What follows belongs to an exercise in optimizing a design on an open flow for small area, a short achievable clock period and few clock cycles per item; a production flow would make more cautious choices.
Function was checked by simulation only, so behaviour that the tests miss may differ from the original.
Power is estimated from default activity; no workload was simulated.

$ cat flow/constraint.sdc
create_clock -name core_clock -period 7.0 [get_ports {clk}]
set_input_delay 1.4000 -clock core_clock [delete_from_list [all_inputs] [get_ports {clk}]]
set_output_delay 1.4000 -clock core_clock [all_outputs]
set_load 0.01 [all_outputs]
$ cat flow/config.mk
export PLATFORM = sky130hd
export DESIGN_NAME = sliding_window_range_peak
export DESIGN_NICKNAME = sliding_window_range_peak
export VERILOG_FILES = /design/flow/design.v
export SDC_FILE = /design/flow/constraint.sdc
export NUM_CORES = 8
export LEC_CHECK = 0
export CAP_MARGIN = 20
export CORE_MARGIN = 2
export CORE_UTILIZATION = 40
export SLEW_MARGIN = 20
$ cat flow/run.sh
#!/bin/bash
# synth_recipe.tcl (not shown) runs the flow's synth.tcl, then flattens the netlist and writes it again
# the make line also repeats each setting of config.mk as NAME=value (left out here)
make -C /OpenROAD-flow-scripts/flow DESIGN_CONFIG=/design/flow/config.mk WORK_HOME=/design/flow/orfs CLKGATE_MAP_FILE= SYNTH_SCRIPT=/design/flow/synth_recipe.tcl finish
$ cat flow/design.v
package srp_pkg;
    localparam int DATA_W = 31;
    localparam int CFG_W  = 7;
    localparam logic [CFG_W-1:0] WINDOW_SIZE_RESET = 7'd4;
    typedef struct packed {
        logic ready;
        logic last;
    } srp_ctrl_t;
endpackage
module srp_cell (
    input  logic                       clk,
    input  logic                       en,
    input  logic                       fresh,
    input  logic [srp_pkg::DATA_W-1:0] sample,
    input  logic [srp_pkg::DATA_W-1:0] prev_max,
    input  logic [srp_pkg::DATA_W-1:0] prev_min,
    output logic [srp_pkg::DATA_W-1:0] max_out,
    output logic [srp_pkg::DATA_W-1:0] min_out
);
    logic [srp_pkg::DATA_W-1:0] max_reg, max_next;
    logic [srp_pkg::DATA_W-1:0] min_reg, min_next;
    always_comb
    begin
        if (fresh)
        begin
            max_next = sample;
            min_next = sample;
        end
        else
        begin
            max_next = (sample > prev_max) ? sample : prev_max;
            min_next = (sample < prev_min) ? sample : prev_min;
        end
    end
    always_ff @(posedge clk)
    begin
        if (en)
        begin
            max_reg <= max_next;
            min_reg <= min_next;
        end
    end
    assign max_out = max_reg;
    assign min_out = min_reg;
endmodule
module srp_select #(
    parameter int WINDOW_MAX = 64,
    parameter int IW         = 6
) (
    input  logic                       clk,
    input  logic                       en,
    input  logic [IW-1:0]              idx,
    input  logic [WINDOW_MAX-1:0][srp_pkg::DATA_W-1:0] cell_max,
    input  logic [WINDOW_MAX-1:0][srp_pkg::DATA_W-1:0] cell_min,
    output logic [srp_pkg::DATA_W-1:0] win_max,
    output logic [srp_pkg::DATA_W-1:0] win_min
);
    logic [srp_pkg::DATA_W-1:0] max_reg;
    logic [srp_pkg::DATA_W-1:0] min_reg;
    always_ff @(posedge clk)
    begin
        if (en)
        begin
            max_reg <= cell_max[idx];
            min_reg <= cell_min[idx];
        end
    end
    assign win_max = max_reg;
    assign win_min = min_reg;
endmodule
module sliding_window_range_peak #(
    parameter int WINDOW_MAX = 64
) (
    input  logic                      clk,
    input  logic                      rst_n,
    input  logic                      cfg_we,
    input  logic [srp_pkg::CFG_W-1:0] cfg_wdata,    
    input  logic                      s_tvalid,
    output logic                      s_tready,
    input  logic [31:0]               s_tdata,      
    input  logic                      s_tlast,      
    output logic                      m_tvalid,
    input  logic                      m_tready,
    output logic [63:0]               m_tdata,      
    output logic                      m_tuser,      
    output logic                      m_tlast       
);
    localparam int CW = $clog2(WINDOW_MAX + 1);
    localparam int IW = (WINDOW_MAX > 1) ? $clog2(WINDOW_MAX) : 1;
    localparam int EW = (CW > srp_pkg::CFG_W) ? CW : srp_pkg::CFG_W;
    logic [srp_pkg::CFG_W-1:0] window_size_reg;
    always_ff @(posedge clk or negedge rst_n)
    begin
        if (!rst_n)
            window_size_reg <= srp_pkg::WINDOW_SIZE_RESET;
        else if (cfg_we)
            window_size_reg <= cfg_wdata;
    end
    logic [EW-1:0] cfg_ext;
    logic [CW-1:0] w_eff;
    always_comb
    begin
        cfg_ext = EW'(window_size_reg);
        if (cfg_ext == '0)
            w_eff = CW'(1);
        else if (cfg_ext > EW'(WINDOW_MAX))
            w_eff = CW'(WINDOW_MAX);
        else
            w_eff = CW'(cfg_ext);
    end
    logic m_tvalid_reg;
    logic pipe_en;
    logic in_accept;
    assign pipe_en   = !m_tvalid_reg || m_tready;
    assign s_tready  = pipe_en;
    assign in_accept = s_tvalid && s_tready;
    logic [srp_pkg::DATA_W-1:0] sample;
    logic              fresh_reg;     
    logic [CW-1:0]     seen_reg, seen_next;
    logic              v1_reg;
    srp_pkg::srp_ctrl_t         ctrl1_reg, ctrl1_next;
    logic [IW-1:0]     idx1_reg;
    assign sample = s_tdata[srp_pkg::DATA_W-1:0];
    always_comb
    begin
        if (fresh_reg)
            seen_next = CW'(1);
        else if (seen_reg == CW'(WINDOW_MAX))
            seen_next = seen_reg;
        else
            seen_next = seen_reg + CW'(1);
        ctrl1_next.ready = (seen_next >= w_eff);
        ctrl1_next.last  = s_tlast;
    end
    always_ff @(posedge clk or negedge rst_n)
    begin
        if (!rst_n)
        begin
            fresh_reg <= 1'b1;
            seen_reg  <= '0;
            v1_reg    <= 1'b0;
        end
        else if (pipe_en)
        begin
            v1_reg <= in_accept;
            if (in_accept)
            begin
                fresh_reg <= s_tlast;
                seen_reg  <= seen_next;
            end
        end
    end
    always_ff @(posedge clk)
    begin
        if (in_accept)
        begin
            ctrl1_reg <= ctrl1_next;
            idx1_reg  <= IW'(w_eff - CW'(1));
        end
    end
    logic [WINDOW_MAX-1:0][srp_pkg::DATA_W-1:0] cell_max;
    logic [WINDOW_MAX-1:0][srp_pkg::DATA_W-1:0] cell_min;
    genvar gi;
    generate
        for (gi = 0; gi < WINDOW_MAX; gi++)
        begin : g_cell
            logic [srp_pkg::DATA_W-1:0] prev_max;
            logic [srp_pkg::DATA_W-1:0] prev_min;
            if (gi == 0)
            begin : g_head
                assign prev_max = sample;
                assign prev_min = sample;
            end
            else
            begin : g_body
                assign prev_max = cell_max[gi-1];
                assign prev_min = cell_min[gi-1];
            end
            srp_cell u_cell (
                .clk      (clk),
                .en       (in_accept),
                .fresh    (fresh_reg),
                .sample   (sample),
                .prev_max (prev_max),
                .prev_min (prev_min),
                .max_out  (cell_max[gi]),
                .min_out  (cell_min[gi])
            );
        end
    endgenerate
    logic              v2_reg;
    srp_pkg::srp_ctrl_t         ctrl2_reg;
    logic [srp_pkg::DATA_W-1:0] win_max;
    logic [srp_pkg::DATA_W-1:0] win_min;
    srp_select #(
        .WINDOW_MAX (WINDOW_MAX),
        .IW         (IW)
    ) u_select (
        .clk      (clk),
        .en       (pipe_en && v1_reg),
        .idx      (idx1_reg),
        .cell_max (cell_max),
        .cell_min (cell_min),
        .win_max  (win_max),
        .win_min  (win_min)
    );
    always_ff @(posedge clk or negedge rst_n)
    begin
        if (!rst_n)
            v2_reg <= 1'b0;
        else if (pipe_en)
            v2_reg <= v1_reg;
    end
    always_ff @(posedge clk)
    begin
        if (pipe_en && v1_reg)
            ctrl2_reg <= ctrl1_reg;
    end
    logic [srp_pkg::DATA_W-1:0] spread;
    logic [srp_pkg::DATA_W-1:0] best_reg, best_next;
    logic [srp_pkg::DATA_W-1:0] best_out;
    logic [srp_pkg::DATA_W-1:0] spread_out_reg;
    logic [srp_pkg::DATA_W-1:0] best_out_reg;
    logic              ready_out_reg;
    logic              last_out_reg;
    always_comb
    begin
        spread   = ctrl2_reg.ready ? (win_max - win_min) : '0;
        best_out = (spread > best_reg) ? spread : best_reg;
        best_next = ctrl2_reg.last ? '0 : best_out;
    end
    always_ff @(posedge clk or negedge rst_n)
    begin
        if (!rst_n)
        begin
            best_reg     <= '0;
            m_tvalid_reg <= 1'b0;
        end
        else if (pipe_en)
        begin
            m_tvalid_reg <= v2_reg;
            if (v2_reg)
                best_reg <= best_next;
        end
    end
    always_ff @(posedge clk)
    begin
        if (pipe_en && v2_reg)
        begin
            spread_out_reg <= spread;
            best_out_reg   <= best_out;
            ready_out_reg  <= ctrl2_reg.ready;
            last_out_reg   <= ctrl2_reg.last;
        end
    end
    assign m_tvalid = m_tvalid_reg;
    assign m_tdata  = {2'b00, best_out_reg, spread_out_reg};
    assign m_tuser  = ready_out_reg;
    assign m_tlast  = last_out_reg;
endmodule
==> impl_results.md <==
- Status: timing/DRC/antenna clean
- Die Y-Extent: approximately 880 um
- Part of the power in combinational logic: 0.378
- Final WL: ~1100000 um
- Static leakage: 145 nW
- I/O pin cnt: ~110
- WHS: around 0.35 ns
- Synth top area share: 0.399
- Drt via density: ~6.1
- Crit. End Element: flop
- Most common cell after layout, fill and taps aside: edfxtp_1
- Syn Inst Count: 25591
- CP max FO: 14
- CTS hold repair buffers: 0
- Total congestion overflow: 0
- Die area: just under 800000 um2
- DP Wirelength: slightly above 800000 um
- Clock transition at path regs: 0.07 ns
- Slew Limit Fails: 0
- CP max stage delay: 0.56 ns
- Max-Cap Viols: 0
- Crit path kind: flop to flop
- 1st-pass router iterations: 6
- Place WS: roughly 1.1 ns
- Syn_area_per_cell: between 10 and 15 um2
- Crit path time final: roughly 6 ns
- Clk sinks: approximately 4100
- CP Cell Sequence: inv_1 > ha_1 > nor2b_1 > o31a_1 > o31ai_1 > a311oi_2 > o41ai_2 > buf_4 > o21ai_0 > xnor2_1 > nor2_1 > ha_1 > nand4_1 > nor4_1 > nand3_1 > and2_1 > a221oi_4 > buf_4 > or3_1 > nor2_2 > a32o_1
- CTS tree: yes
- Rows: ~320
- Sequential fraction of the synthesis area: 0.403
- Worst-margin pin slew: between 1 and 1.5 ns
- Post-CTS Resized: 0
- Synthesis Warnings: 3
- Max-slew headroom: 0.171
- Non-filler cells, final: ~36000
- RSZ-0062 raised after global routing: false
- DR WL/cell: 29.8 um
- Post-route ant nets: 0
- Post-synthesis cell area: about 310000 um2
- Layout cell share with drive strength beyond 1: 0.244
- Switching power: between 30 and 40 mW
- Vias: 221707
- Unique masters post-synth: 86
- Yosys top cell by area: edfxtp_1
- Residual DRC: 0
- Worst Path Arrival: approximately 7 ns
- WHS Path Cells: 0
- Count of port buffers added during placement: 109
- CP max stage cell: a221oi_4
- First-pass GRT wire length: 1550000 um
- Final Util: 0.447
- Top cells by area, synth: edfxtp_1 (40%), ha_1 (16%), mux2_2 (12%)
- R2R cell count: 21
- Fmax achieved: ~0.17 GHz
- Iter 0 DRT Violations: around 25000
- Commonest cells after routing, fill and taps aside: edfxtp_1 (4073), inv_1 (3891), ha_1 (3884)
- Cell internal pwr: approximately 64 mW
- Post-synth EDFFs: around 4100
- Asr flop ratio synth: 0.0119
- Area Overhead vs Synth: 11.3%
- Largest register FFs: slightly below 2000
- Global placement routability congestion: ~0.97
- Post-route setup slack: between 1 and 1.5 ns
- Clock skew: between 0.1 and 0.15 ns
- CTS root buf: clkbuf_16
- Placed Cells: around 35000
- Sw frac: 0.373
- Largest net degree at the start of global routing: ~150
- Total Neg Setup Slack: 0 ns
- H-tree Lvls: 5
- Crit share post-route: 0.852
- Flop and latch count out of synthesis: between 4000 and 5000
- Crit start category: flop
- Global-route usage over all layers: 0.272
- Hold WC Path Type: flop to flop
- Ys flop type: edfxtp_1
- Vias in the first global route: about 210k
- Nets: 29581
- DIE WIDTH: between 800 and 900 um
- Worst vdd ir: 0.253 mV
- Starting density of the core: 0.401
- Cell Pwr Density: approximately 300 nW/um2
- CTS max path bufs: 4
- Number of buffers created by CTS: approximately 480
- Clock latency (worst-skew pair): between 1 and 1.5 ns
- CP required: approximately 8 ns
- Clock power frac: 0.253
- Core area: between 700000 and 800000 um2
- Setup violators final: 0
- Setup bufs post-CTS: 0
- Sequential Power Share: 0.369
- Hold Vio Cnt, Final: 0
- Initial antenna violation count: about 150
[worst max-delay path, delay by kind of cell, from the launching register on]
family / cells / cell delay [ns]
buffers and inverters: 3 / 0.59
XOR/XNOR: 1 / 0.40
AND/OR/NAND/NOR: 8 / 1.70
adder cells (fa/ha/maj): 2 / 0.54
flip-flops: 1 / 0.42
AO/OA/AOI/OAI: 7 / 2.20
[metal layers]
| metal | GRT usage | wire length (um) | vias up |
|---|---|---|---|
| li1 | - | - | 97276 |
| met4 | 0.147 | 70700 | 64 |
| met3 | 0.0586 | 99500 | 1923 |
| met2 | 0.416 | 477000 | 9728 |
| met5 | 0 | 970 | - |
| met1 | 0.361 | 439000 | 112716 |
[kinds of logic (layout without fill, tap and decap cells)]
group           count (synthesis)  count (layout)  synth area share
other cells                     1             246         0.0000122
simple gates                 3079            3079            0.0516
compound gates               4354            4354            0.0942
buf+inv                      5288            5750            0.0668
flops                        4122            4122             0.403
mux                          4828            4828             0.224
fa+ha+maj                    3885            3885             0.159
xor+xnor                       34              34          0.000972
[synthesized netlist by cell type (all sizes together) (14+ instances only)]
master and number:
xnor2 18, inv 3894, a211o 52, or4 35, nor2 442, o21a 92, a21o 1208, o22ai 25
nand2 676, o31ai 31, xor2 16, nor2b 150, a2111oi 81, edfxtp 4073, ha 3884, and4 52
a41oi 166, mux4 1282, a221oi 36, o21ai 781, o2111ai 53, buf 533, mux2i 24, clkbuf 859
o21bai 21, a31oi 302, or2 21, nand2b 109, a2111o 24, a21oi 943, o31a 14, o211ai 275
and2 41, and3 42, nand3 459, nor4 86, a211oi 132, a22o 30, nor3 273, or3 23
dfrtp 47, nand4 645, mux2 3522
[layout make-up]
class                   count  area, um2
diodes                    244        611
clock buffers             579      12600
clock inverters           309       3060
fillers                 69408     423000
inverters                3896      14600
multi-input cells       16182     164000
flip-flops and latches   4122     124000
well taps               10174      12700
repair buffers            966      10200
[path summary, 6_finish.rpt]
path / from / endpoint / slack (ns)
setup / recovery: u_select.min_reg[1] / best_reg[30] / 1.03
hold / removal: ctrl1_reg[1] / ctrl2_reg[1] / 0.35
setup reg to reg: u_select.min_reg[1] / best_reg[30] / 1.03
hold reg to reg: ctrl1_reg[1] / ctrl2_reg[1] / 0.35
max in group asynchronous: rst_n / seen_reg[2] / 6.06
min in group asynchronous: rst_n / best_reg[11] / 0.40
[power by group through the flow]
stage / combinational (mW) / clock [mW] / sequential, mW
global placement: 37.1 / 0 / 38.1
CTS: 38.1 / 26.2 / 37.7
floorplan: 16.1 / 0 / 35.9
finish: 38.8 / 26.0 / 37.8
global route: 41.2 / 27.1 / 38.2
detailed placement: 37.9 / 0 / 38.1
[per-stage QoR]
step	cell area (um2)	total power [mW]
after floorplan	306000	52.0
after global placement	325000	75.2
after detailed placement	325000	76.0
after CTS	340000	102
after global routing	340000	107
final	341000	103
Testbench counts, summed over its fixed seeds: cycles 12,682, items 12,482.

-- separate check: timing with driven ports --
The flow's constraints put no driver on any port. The routed layout listed below was extracted and timed again, unchanged, in two steps.
Step 1 assumes that a clkbuf_16 drives the clock port and a buf_2 every other input.
Step 2 also shifts input and output timing later by t, the mid clock arrival at the registers, as if the neighbouring blocks saw the same clock.
Three values: ideal ports, drivers, drivers and shift; two values: the first two.
t (ns): 1.234
slack for setup (ns): 1.034 / 1.034 / 1.034
worst setup path after step 2: register to register
latest minus earliest clock arrival (ns): 0.107 / 0.108
worst data-port slew with drivers (ns): 0.11
After both steps setup and hold are still met in this run. For this run, drivers alone change the setup slack by 0.000 ns; drivers and shift together by 0.000 ns.
